This is an optimization exercise on Yosys and OpenROAD, whose aim is small area, a short achievable clock period and few clock cycles per item, not a production implementation.
In this exercise RTL edits were held to simulation tests only and were not proved equivalent to the original.
Power is estimated from default activity; no workload was simulated.

`design/flow/run.sh`:
```
#!/bin/bash
# synth_recipe.tcl (not shown) runs the flow's synth.tcl, then flattens the netlist and writes it again
# the make line also repeats each setting of config.mk as NAME=value (left out here)
make -C /OpenROAD-flow-scripts/flow DESIGN_CONFIG=/design/flow/config.mk WORK_HOME=/design/flow/orfs CLKGATE_MAP_FILE= SYNTH_SCRIPT=/design/flow/synth_recipe.tcl finish
```
`design/flow/config.mk`:
```
export PLATFORM = sky130hd
export DESIGN_NAME = muldiv_seq
export DESIGN_NICKNAME = muldiv_seq
export VERILOG_FILES = /design/flow/design.v
export SDC_FILE = /design/flow/constraint.sdc
export NUM_CORES = 4
export LEC_CHECK = 0
export CAP_MARGIN = 20
export CORE_MARGIN = 2
export CORE_UTILIZATION = 40
export SLEW_MARGIN = 20
```
`design/flow/constraint.sdc`:
```
create_clock -name core_clock -period 11.0 [get_ports {clk}]
set_input_delay 2.2000 -clock core_clock [delete_from_list [all_inputs] [get_ports {clk}]]
set_output_delay 2.2000 -clock core_clock [all_outputs]
set_load 0.01 [all_outputs]
```
`design/flow/design.v`:
```
module muldiv_seq (
   input  logic        clk,
   input  logic        rst,
   input  logic        start_i,
   input  logic [2:0]  op_i,
   input  logic [31:0] rs1_i,
   input  logic [31:0] rs2_i,
   input  logic        flush_i,
   output logic        stall_o,
   output logic        busy_o,
   output logic        done_o,
   output logic [31:0] result_o
);
   logic        busy_q, done_q;
   logic        accept, run, last, fast;
   assign accept = ~busy_q & start_i & ~flush_i;
   assign run    = busy_q & ~done_q;
   always_ff @(posedge clk or negedge rst) begin
      if (!rst) begin
         busy_q <= 1'b0;
         done_q <= 1'b0;
      end else if (!busy_q) begin
         busy_q <= accept;
         done_q <= accept & fast;
      end else if (done_q || flush_i) begin
         busy_q <= 1'b0;
         done_q <= 1'b0;
      end else begin
         done_q <= last;
      end
   end
   assign stall_o = rst & (accept | run);
   assign busy_o  = busy_q;
   assign done_o  = done_q;
   function automatic logic [5:0] bitlen(input logic [31:0] x);
      logic [5:0] n;
      n = '0;
      for (int i = 0; i < 32; i++) if (x[i]) n = i + 1;
      bitlen = n;
   endfunction
   logic        is_mul, sa, sb, an, bn, b_zero, swap;
   logic [31:0] a_m, b_m;
   logic [5:0]  na, nb, na_est;
   logic [6:0]  dq;         
   logic [4:0]  skip;       
   logic        m_short;    
   logic        m_extra;    
   assign is_mul  = ~op_i[2];
   assign sa      = is_mul ? (op_i[1:0] != 2'b11) : ~op_i[0];
   assign sb      = is_mul ? ~op_i[1] : ~op_i[0];
   assign an      = sa & rs1_i[31];
   assign bn      = sb & rs2_i[31];
   assign a_m     = rs1_i ^ {32{an}};
   assign b_m     = rs2_i ^ {32{bn}};
   assign na      = bitlen(a_m);
   assign nb      = bitlen(b_m);
   assign b_zero  = (rs2_i == '0);
   assign swap    = (na < nb);                    
   assign m_short = (a_m[31:15] == '0) | (b_m[31:15] == '0);
   assign m_extra = a_m[31] & b_m[31];
   assign na_est  = na + {5'd0, an};              
   assign dq      = {1'b0, na_est} - {1'b0, nb};  
   assign skip    = (dq[6] || dq[5]) ? 5'd0 : ~dq[4:0];   
   assign fast    = ~is_mul & (b_zero | dq[6]);
   logic [33:0] hi;
   logic [31:0] lo;
   logic [32:0] v;          
   logic        ylast;
   logic [4:0]  n_q;        
   logic [1:0]  j8_q;       
   logic        j4_q;       
   logic        j16_q;      
   logic        x_q;        
   logic        neg_q;      
   logic        fix_q;      
   logic        mul_q, bneg_q, rem_q;
   logic        res_hi_q, res_one_q, res_zero_q;
   logic st_norm, st_j8, st_j4, st_j16, st_x, st_neg, st_fix;
   always_comb begin
      st_norm = 1'b0; st_j8 = 1'b0; st_j4 = 1'b0; st_j16 = 1'b0;
      st_x = 1'b0; st_neg = 1'b0; st_fix = 1'b0;
      if (mul_q) begin
         if (n_q != 0)       st_norm = 1'b1;
         else if (j16_q)     st_j16  = 1'b1;
         else                st_x    = 1'b1;
      end else begin
         if (neg_q)          st_neg  = 1'b1;
         else if (j8_q != 0) st_j8   = 1'b1;
         else if (j4_q)      st_j4   = 1'b1;
         else if (n_q != 0)  st_norm = 1'b1;
         else                st_fix  = 1'b1;
      end
   end
   always_comb begin
      if (mul_q)
         last = st_x | st_j16 | (st_norm & (n_q == 5'd1) & ~j16_q & ~x_q);
      else
         last = st_fix | (st_norm & (n_q == 5'd1) & ~fix_q);
   end
   logic [31:0] res_pre;
   assign res_pre = res_hi_q ? hi[31:0] : lo;
   logic [34:0] v_ext;
   assign v_ext = {{2{v[32]}}, v};
   function automatic logic [2:0] booth(input logic b1, input logic b0, input logic bl);
      booth = {b0 ^ bl, (b1 & ~b0 & ~bl) | (~b1 & b0 & bl), b1};
   endfunction
   logic [2:0]  bda, bdb;
   logic        a_one, a_two, a_neg, b_one, b_two, b_neg;
   assign bda = booth(~st_x & lo[1], ~st_x & lo[0], ylast);
   assign bdb = booth(lo[3], lo[2], lo[1]);
   logic        xa_mul, xa_div, ya_res;
   logic [34:0] xa, ya, suma;
   assign xa_mul = mul_q;
   assign xa_div = ~mul_q & ~st_neg & ~st_fix;
   assign ya_res = st_neg | st_fix;
   assign a_one  = mul_q ? bda[2] : ~ya_res;
   assign a_two  = mul_q & bda[1];
   assign a_neg  = mul_q ? bda[0] : (~bneg_q | ya_res);
   assign xa     = ({35{xa_mul}} & {hi[33], hi}) | ({35{xa_div}} & {2'b00, hi[31:0], lo[31]});
   assign ya     = ({35{a_one}} & v_ext) | ({35{a_two}} & {v_ext[33:0], 1'b0}) |
                   ({35{ya_res}} & {3'b000, res_pre});
   assign suma   = xa + (ya ^ {35{a_neg}}) + {34'd0, a_neg};
   logic        gea;
   logic [31:0] ra;
   assign gea = ~suma[34];
   assign ra  = gea ? suma[31:0] : {hi[30:0], lo[31]};
   logic [34:0] xb, yb, sumb;
   assign b_one = mul_q ? bdb[2] : 1'b1;
   assign b_two = mul_q & bdb[1];
   assign b_neg = mul_q ? bdb[0] : ~bneg_q;
   assign xb    = mul_q ? {{2{suma[34]}}, suma[34:2]} : {2'b00, ra, lo[30]};
   assign yb    = ({35{b_one}} & v_ext) | ({35{b_two}} & {v_ext[33:0], 1'b0});
   assign sumb  = xb + (yb ^ {35{b_neg}}) + {34'd0, b_neg};
   logic geb;
   assign geb = ~sumb[34];
   always_ff @(posedge clk) begin
      if (!busy_q) begin
         hi      <= '0;
         lo      <= (is_mul & ~swap) ? rs2_i : rs1_i;
         if (is_mul & ~swap) v <= {sa & rs1_i[31], rs1_i};
         else                v <= {sb & rs2_i[31], rs2_i};
         ylast   <= 1'b0;
         mul_q   <= is_mul;
         bneg_q  <= bn;
         rem_q   <= op_i[1];
         if (is_mul) begin
            n_q   <= m_short ? 5'd4 : 5'd8;
            j16_q <= m_short;
            x_q   <= m_extra;
            j8_q  <= 2'd0;
            j4_q  <= 1'b0;
         end else begin
            n_q   <= 5'd16 - {1'b0, skip[4:2], 1'b0};
            j16_q <= 1'b0;
            x_q   <= 1'b0;
            j8_q  <= skip[4:3];
            j4_q  <= skip[2];
         end
         neg_q      <= ~is_mul & an;
         fix_q      <= ~is_mul & (op_i[1] ? an : (an ^ bn));
         res_hi_q   <= is_mul ? (op_i[1:0] != 2'b00) : (op_i[1] & ~fast & ~an);
         res_one_q  <= ~is_mul & ~op_i[1] & b_zero;
         res_zero_q <= ~is_mul & ~op_i[1] & ~b_zero & dq[6];
      end else begin
         if (st_norm) begin
            if (mul_q) begin
               hi    <= {sumb[34], sumb[34:2]};
               lo    <= {sumb[1:0], suma[1:0], lo[31:4]};
               ylast <= lo[3];
            end else begin
               hi    <= {2'b00, geb ? sumb[31:0] : {ra[30:0], lo[30]}};
               lo    <= {lo[29:0], gea, geb};
            end
            n_q <= n_q - 5'd1;
         end else if (st_j8) begin
            hi   <= {2'b00, hi[23:0], lo[31:24]};
            lo   <= {lo[23:0], 8'd0};
            j8_q <= j8_q - 2'd1;
         end else if (st_j4) begin
            hi   <= {2'b00, hi[27:0], lo[31:28]};
            lo   <= {lo[27:0], 4'd0};
            j4_q <= 1'b0;
         end else if (st_j16) begin
            hi    <= {{16{hi[33]}}, hi[33:16]};
            lo    <= {hi[15:0], lo[31:16]};
            j16_q <= 1'b0;
         end else begin     
            hi       <= st_neg ? 34'd0 : suma[33:0];
            lo       <= suma[31:0];
            res_hi_q <= ~st_neg | rem_q;
            neg_q    <= 1'b0;
            fix_q    <= fix_q & st_neg;
            x_q      <= 1'b0;
         end
      end
   end
   assign result_o = res_one_q ? 32'hFFFF_FFFF : (res_zero_q ? 32'd0 : res_pre);
endmodule
```
==> results.py <==
metrics = {
    "setup_path": {
        "crit_required_ns": 11.34,
        "crit_fanout": 25,
        "cp_slowest_cell": "a31o_2",
        "startpoint_type": "flip-flop",
        "r2r_start": "n_q[0]$_SDFFCE_PN0P_",
        "worst_ep_arrival_time_ns": 10.38,
        "cp-end-kind": "flip-flop",
        "cpPeakStageDelay_ns": 0.69,
        "crit_type": "flip-flop to flip-flop",
        "setup.worst_path.start": "n_q[0]$_SDFFCE_PN0P_",
    },
    "timing": {
        "fin_setup_tns_ns": 0,
        "period_share_pct": 91.3,
        "fin_skew_ns": 0.00958,
        "setup_viol": 0,
        "hold_viol_final": 0,
        "worst_pin_slew_ns": 1.09,
        "rsz0062_at_grt": "false",
        "fin_crit_ns": 10.04,
        "relSlewSlack_pct": 27.1,
        "slew_viol_final": 0,
        "fmaxAchievable_ghz": 0.0996,
    },
    "worst_hold_path": {
        "min_path_type": "flip-flop to flip-flop",
        "hold_start": "done_q$_DFF_PN0_",
    },
    "finish": {
        "fillers": 4194,
        "fin_nets": 2329,
        "stdcell_count": 2718,
        "design_area_sq_um": 18500,
        "drive_gt1_share_pct": 9.01,
        "diodes": 0,
        "syn_to_final_growth_pct": 12.1,
    },
    "run_status": {
        "status": "complete, no violations",
    },
    "grt": {
        "grtUsageTotal_pct": 36.6,
        "grt_overflow_total": 0,
        "grt_pass1_vias": 17382,
        "grt_pass1_wl_microns": 115000,
        "grt_max_degree": 139,
        "antenna_found_initial": 1,
    },
    "clock_network": {
        "post_cts_resized": 0,
        "max-clock-path-buffers": 2,
        "clkLatencyLatePin_ns": 0.45,
        "clk_pin_slew_ns": 0.06,
        "numCtsBuffers": 17,
        "cts_tree": "built",
        "hold_buffers": 0,
        "h-tree-depth": 4,
        "post_cts_buffers": 0,
        "cts-root-buf": "clkbuf_16",
        "clkSinkCount": 120,
    },
    "detailed_routing": {
        "via_per_inst": 6.78,
        "drt_iter0_markers": 2396,
        "wl_microns": 79500,
        "num_vias": 18435,
        "first_pass_iters": 9,
        "drc": 0,
        "ant_nets": 0,
        "wl_per_cell_microns": 29.3,
    },
    "placement": {
        "place_area_sq_um": 17900,
        "gp_congestion": 1.07,
        "placed_cells": 2686,
        "port_buffers": 105,
        "dp_hpwl_microns": 61200,
    },
    "power": {
        "ir_drop_mv": 0.169,
        "cellPowerDensity_nw_per_um2": 385,
        "leakagePower_nw": 7.29,
    },
    "floorplan": {
        "dieArea_sq_um": 42800,
        "floorplan.initialDensity_pct": 40.5,
        "fp.dieH_microns": 207,
        "coreArea_sq_um": 40700,
        "ios": 106,
        "rows": 74,
        "die_x_microns": 207,
    },
    "synthesis": {
        "yosysWarnings": 1,
        "async_flop_share_pct": 1.67,
        "ys_seq_area_share_pct": 17.7,
        "synth_area_sq_um": 16500,
        "synth_nets": 2331,
        "ys_types": 96,
        "synth_edf_count": 51,
        "ys.flop_type": "dfxtp_1",
        "ys_ff_latch": 120,
        "synth_area_per_cell_sq_um": 7.58,
        "syn_inst": 2175,
    },
    "flow_run": {
        "cap_violations": 0,
    },
}
-- cell usage after synthesis, types with 50 or more instances --
master	count	area, sq um
a21o_1	74	556
dfxtp_1	67	1340
mux2i_1	80	801
xor2_1	60	526
clkbuf_1	133	499
a21oi_1	165	826
nand2_1	185	694
o21ai_0	160	801
mux2_2	76	856
ha_1	83	1040
xnor2_1	72	631
edfxtp_1	51	1530
nor3_1	50	250
nor2_1	194	728
-- sequential cells by signal, indices dropped and copies added, names as in the netlist, 2 cells and up --
register,count
hi,34
v,33
j8_q,2
n_q,5
lo,32
-- power breakdown --
part / switching (W) / total [W] / internal, W
combinational: 0.00351 / 0.00565 / 0.00214
clock: 0.000240 / 0.000551 / 0.000311
sequential: 0.000323 / 0.000910 / 0.000587
-- cell families (layout without fill, tap and decap cells) --
| logic type | count (synthesis) | count (layout) | synth area share (%) |
|---|---|---|---|
| adders and majority gates | 85 | 85 | 6.54 |
| xor gates and xnor gates | 132 | 132 | 7.02 |
| DFF | 120 | 120 | 17.7 |
| AOI/OAI and AO/OA | 839 | 839 | 35.5 |
| and+or+nand+nor | 624 | 624 | 17.7 |
| buffers and inverters | 217 | 228 | 5.26 |
| muxes | 158 | 158 | 10.2 |
-- metrics by stage --
stage	total power, W	util (%)	worst slack, ns	hold slack, ns
2_1_floorplan	0.00454	-	2.91	0.491
3_3_place_gp	0.00632	44.0	1.51	0.473
3_5_place_dp	0.00634	44.0	1.25	0.503
4_1_cts	0.00694	45.3	1.19	0.512
5_1_grt	0.00750	45.3	0.344	0.531
6_report	0.00711	45.3	0.956	0.511
-- routing by layer --
| layer | GRT usage (%) | vias to the layer above | wire length [microns] |
|---|---|---|---|
| met5 | 0 | - | 9 |
| met2 | 58.6 | 1068 | 36000 |
| li1 | - | 8303 | - |
| met1 | 45.3 | 8819 | 31000 |
| met3 | 5.76 | 243 | 6480 |
| met4 | 25.0 | 2 | 6030 |
-- worst max-delay path: cells and delay by family, from the launching register on --
kind	cells	cell delay, ns
xor gates and xnor gates	3	0.50
muxes	1	0.21
adders and majority gates	3	0.89
and+or+nand+nor	3	0.91
DFF	1	0.44
buffers and inverters	2	0.46
AOI/OAI and AO/OA	18	6.45
-- layout make-up --
type                    count  area [sq um]  area share, %
clock inverters            14           125          0.677
flip-flops and latches    120          2920           15.8
repair buffers            144          1360           7.34
multi-input cells        1838         12800           69.2
clock buffers              18           429           2.32
inverters                  52           195           1.06
well taps                 532           666           3.60
-- path summary, 6_finish.rpt --
path	slack (ns)	cells after the start	endpoint
worst max register to register	0.96	30	hi[0]$_SDFF_PN0_
worst min register to register	0.51	1	busy_q$_DFF_PN0_
max in group asynchronous	8.92	1	busy_q$_DFF_PN0_
worst max-delay path	0.96	30	hi[0]$_SDFF_PN0_
worst min-delay path	0.51	1	busy_q$_DFF_PN0_
min in group asynchronous	1.94	1	done_q$_DFF_PN0_
-- cells in the final DEF (no fill, tap or decap), types with 37 or more instances in the layout --
cell type / instances
a21o_1: 74
mux2_2: 76
clkdlybuf4s50_1: 105
xor2_1: 60
xnor2_1: 72
nor2_1: 191
nor3_1: 49
a22oi_1: 43
buf_4: 38
inv_1: 48
mux2i_1: 80
ha_1: 83
o21ai_0: 160
edfxtp_1: 51
nand3_1: 40
nand2_1: 184
dfxtp_1: 67
a222oi_1: 37
a21oi_1: 164
o211ai_1: 38
Testbench counts, summed over its fixed seeds: cycles 18,903, items 2,400.

-- separate check: timing with driven ports --
How much do the figures lean on ideal ports? The routed layout below was timed once more, with nothing changed but the port constraints. Step 1 sets driving cells, clkbuf_16 on the clock port and buf_2 on the other inputs (assumed; they add their load-dependent delay and slew). Step 2 moves the port delays by t, midway between the first and last clock arrival at a register: inputs arrive t later, outputs are due t later. That takes back most of the time a late clock gives input paths. Three values: ideal, step 1, step 2; two values: the first two.
t, ns: 0.497
setup WS [ns]: 0.956 / 0.956 / 0.956
hold slack, ns: 0.511 / 0.511 / 0.511
pins driven straight from the clock port: 1
After both steps this run still meets setup and hold. For this run, drivers alone change the setup slack by 0.000 ns; drivers and shift together by 0.000 ns.
